Background: an optimization exercise with open tools, aiming at small area and a short achievable clock period. Do not read the settings as production practice.
Function was checked by simulation only, so behaviour that the tests miss may differ from the original.
No activity file was given, so power comes from the tool's default toggle rates.

== trial 77 ==
// vector_alu
module vector_alu (
	input  logic         clk,
	input  logic         reset,
	input  logic [191:0] pixels,	 
	input  logic [7:0]   scalar,
	input  logic [2:0]   channel,
	input  logic [1:0]   op,
	output logic [191:0] result,
	output logic [7:0]   carry_out
);
For scale: about 2400 cells after synthesis, about 410 I/O pins, roughly 19000 sq um of cells after synthesis.
clock: 7.0 ns
lec_check: 0
cap_margin: 20
core_margin: 2
core_utilization: 40
cts_buf_list: sky130_fd_sc_hd__clkbuf_8 sky130_fd_sc_hd__clkbuf_16
cts_cluster_diameter: 80
cts_cluster_size: 30
setup_slack_margin: 3.3
slew_margin: 20
synth_hierarchical: 1
standard.sh (not shown) runs the stock make flow with config.mk's settings and CLKGATE_MAP_FILE= SYNTH_SCRIPT=/design/flow/synth_recipe.tcl, a recipe that flattens the netlist after the stock synthesis.
==> flow/flow/run.sh <==
#!/bin/bash
# The standard layout, with two changes: the port buffers are the smallest buffer
# (sky130_fd_sc_hd__buf_1) instead of the flow's default pick, and synthesis leaves the
# arithmetic to ABC instead of mapping it onto full- and half-adder cells.
set -euo pipefail
export BUFFER_PORTS_ARGS="-buffer_cell sky130_fd_sc_hd__buf_1"
export ADDER_MAP_FILE=
bash standard.sh > standard.log 2>&1
Trial 77 finished every step from synthesis to the final layout, and the layout passed the timing, DRC and antenna checks.
Relative to trial 77, the following input files were edited for trial 20:
- a deleted CTS_CLUSTER_DIAMETER that had been 80
- a deleted CTS_BUF_LIST that had been sky130_fd_sc_hd__clkbuf_8 sky130_fd_sc_hd__clkbuf_16
- a change of SETUP_SLACK_MARGIN from 3.3 to 3.4
- a deleted CTS_CLUSTER_SIZE that had been 30
==> flow/flow/run.sh <==
#!/bin/bash
# The standard layout, with three changes: the port buffers are the smallest buffer
# (sky130_fd_sc_hd__buf_1) instead of the flow's default pick; synthesis leaves the
# arithmetic to ABC instead of mapping it onto full- and half-adder cells; and clock tree
# synthesis builds larger sink clusters without dummy loads.
set -euo pipefail
export BUFFER_PORTS_ARGS="-buffer_cell sky130_fd_sc_hd__buf_1"
export ADDER_MAP_FILE=
export CTS_ARGS="-sink_clustering_enable -repair_clock_nets -dont_use_dummy_load -sink_clustering_size 30 -sink_clustering_max_diameter 80 -buf_list {sky130_fd_sc_hd__clkbuf_8 sky130_fd_sc_hd__clkbuf_16}"
bash standard.sh > standard.log 2>&1
Uppermost metal layer occupied by signal nets: met4 -> trial 20, met5 -> trial 77
Re overall power: trial 20 is about 3% down on trial 77.
The lower relative contribution of the clock network to total power of trial 77 and trial 20 is in trial 20.
Trial 20 has register fraction of the total cell area below what trial 77 had.
Trial 20 vs. trial 77: number of vias in the routed layout increased 1.2%; floorplan die area comparable; maximum clock rate +about 2.5%; register clock-pin slew on the reported worst setup and hold paths flat.
When trial 20 is set beside trial 77, its final-layout clock buffer total turns out to be 4.8% larger.
Looking at routed wire length across trial 77 and trial 20, the one that comes out lower is trial 77.

========
run A:
vector_alu again, from the RTL that the note above started with.
export LEC_CHECK = 0
export CAP_MARGIN = 0
export CORE_MARGIN = 2
export CORE_UTILIZATION = 40
export CTS_BUF_LIST = sky130_fd_sc_hd__clkbuf_8 sky130_fd_sc_hd__clkbuf_16
export CTS_CLUSTER_DIAMETER = 80
export CTS_CLUSTER_SIZE = 30
export SETUP_SLACK_MARGIN = 3.4
export SLEW_MARGIN = 0
export SYNTH_HIERARCHICAL = 1
create_clock -name core_clock -period 7.0 [get_ports {clk}]
==> flow/flow/run.sh <==
#!/bin/bash
# The standard layout, with two changes: the port buffers are the smallest buffer
# (sky130_fd_sc_hd__buf_1) instead of the flow's default pick, and synthesis leaves the
# arithmetic to ABC instead of mapping it onto full- and half-adder cells.
set -euo pipefail
export BUFFER_PORTS_ARGS="-buffer_cell sky130_fd_sc_hd__buf_1"
export ADDER_MAP_FILE=
bash standard.sh > standard.log 2>&1
Run A ended with every stage complete and zero timing, DRC or antenna violations.
The following lists how run B was set up differently from run A:
==> flow/flow/run.sh <==
#!/bin/bash
# The standard layout, with three changes: the port buffers are the smallest buffer
# (sky130_fd_sc_hd__buf_1) instead of the flow's default pick; synthesis leaves the
# arithmetic to ABC instead of mapping it onto full- and half-adder cells; and clock tree
# synthesis builds larger sink clusters without dummy loads.
set -euo pipefail
export BUFFER_PORTS_ARGS="-buffer_cell sky130_fd_sc_hd__buf_1"
export ADDER_MAP_FILE=
export CTS_ARGS="-sink_clustering_enable -repair_clock_nets -dont_use_dummy_load -sink_clustering_size 30 -sink_clustering_max_diameter 80 -buf_list {sky130_fd_sc_hd__clkbuf_8 sky130_fd_sc_hd__clkbuf_16}"
bash standard.sh > standard.log 2>&1
diff --git a/flow/config.mk b/flow/config.mk
--- a/flow/config.mk
+++ b/flow/config.mk
@@ -8 +8 @@
-export CAP_MARGIN = 0
+export CAP_MARGIN = 20
@@ -11,5 +11,2 @@
-export CTS_BUF_LIST = sky130_fd_sc_hd__clkbuf_8 sky130_fd_sc_hd__clkbuf_16
-export CTS_CLUSTER_DIAMETER = 80
-export CTS_CLUSTER_SIZE = 30
-export SETUP_SLACK_MARGIN = 3.4
-export SLEW_MARGIN = 0
+export SETUP_SLACK_MARGIN = 3.5
+export SLEW_MARGIN = 20
Results
- Reported for run A and run B, sequential cell count turned out identical to the last digit.
- Taking run A as the reference, in run B first-iteration DRC count increased about 5%, combinational cell fraction of total power went up by 3.7 points, sequential portion of the cell area down 1.0 points.
The inputs of run C differ from those of run B as listed below.
==> flow/flow/run.sh <==
#!/bin/bash
# The standard layout, with two changes: the port buffers are the smallest buffer
# (sky130_fd_sc_hd__buf_1) instead of the flow's default pick, and synthesis leaves the
# arithmetic to ABC instead of mapping it onto full- and half-adder cells.
set -euo pipefail
export BUFFER_PORTS_ARGS="-buffer_cell sky130_fd_sc_hd__buf_1"
export ADDER_MAP_FILE=
bash standard.sh > standard.log 2>&1
diff --git a/flow/config.mk b/flow/config.mk
--- a/flow/config.mk
+++ b/flow/config.mk
@@ -11 +11,4 @@
-export SETUP_SLACK_MARGIN = 3.5
+export CTS_BUF_LIST = sky130_fd_sc_hd__clkbuf_8 sky130_fd_sc_hd__clkbuf_16
+export CTS_CLUSTER_DIAMETER = 80
+export CTS_CLUSTER_SIZE = 30
+export SETUP_SLACK_MARGIN = 3.4
## What came out
Run comparison: run C worst setup path endpoint result[6]; run B worst setup path endpoint result[182]. Compared with run B, placement density in the core of run C is lower. Taking run B as the reference, in run C mux contribution to synthesized area closely matched the old numbers, total power increased by 4.2% relative to the old numbers, number of signal-net buffers in the layout decreased by about 13% relative to the old numbers. Looking at final wirelength across run C and run B, the one that comes out lower is run C. Diff run B..run C | critical path depth | unchanged. In terms of shortest period the worst path allows, run B and run C differ only marginally.

[separate check: timing with driven ports]
Ports are ideal in the flow. The routed layouts listed here were re-timed in OpenROAD. Step 1 assumes that a clkbuf_16 drives the clock port and a buf_2 every other input. Step 2, shift: input delay + t, output delay - t, t = (earliest + latest rising clock arrival at the registers) / 2. This alone moves slack from input paths to output paths. Three values: ideal ports, drivers, drivers and shift; two values: the first two.
run | t (ns) | slack for setup (ns) | hold WS [ns] | latest minus earliest clock arrival (ns)
trial 77 | 0.607 | 3.346 / 3.310 / 2.773 | 0.954 / 0.924 / 1.531 | 0.024 / 0.025
trial 20 | 0.590 | 3.434 / 3.380 / 2.871 | 0.934 / 0.901 / 1.490 | 0.104 / 0.103
run A | 0.600 | 3.378 / 3.323 / 2.820 | 0.951 / 0.921 / 1.521 | 0.036 / 0.036
run B | 0.576 | 3.441 / 3.384 / 2.902 | 0.938 / 0.908 / 1.483 | 0.110 / 0.111
run C | 0.612 | 3.440 / 3.384 / 2.872 | 0.928 / 0.898 / 1.510 | 0.057 / 0.056
After both steps setup and hold are still met in every run listed. The setup slack of trial 77, which loses most, moves by -0.036 ns with the drivers and by -0.573 ns with both steps.
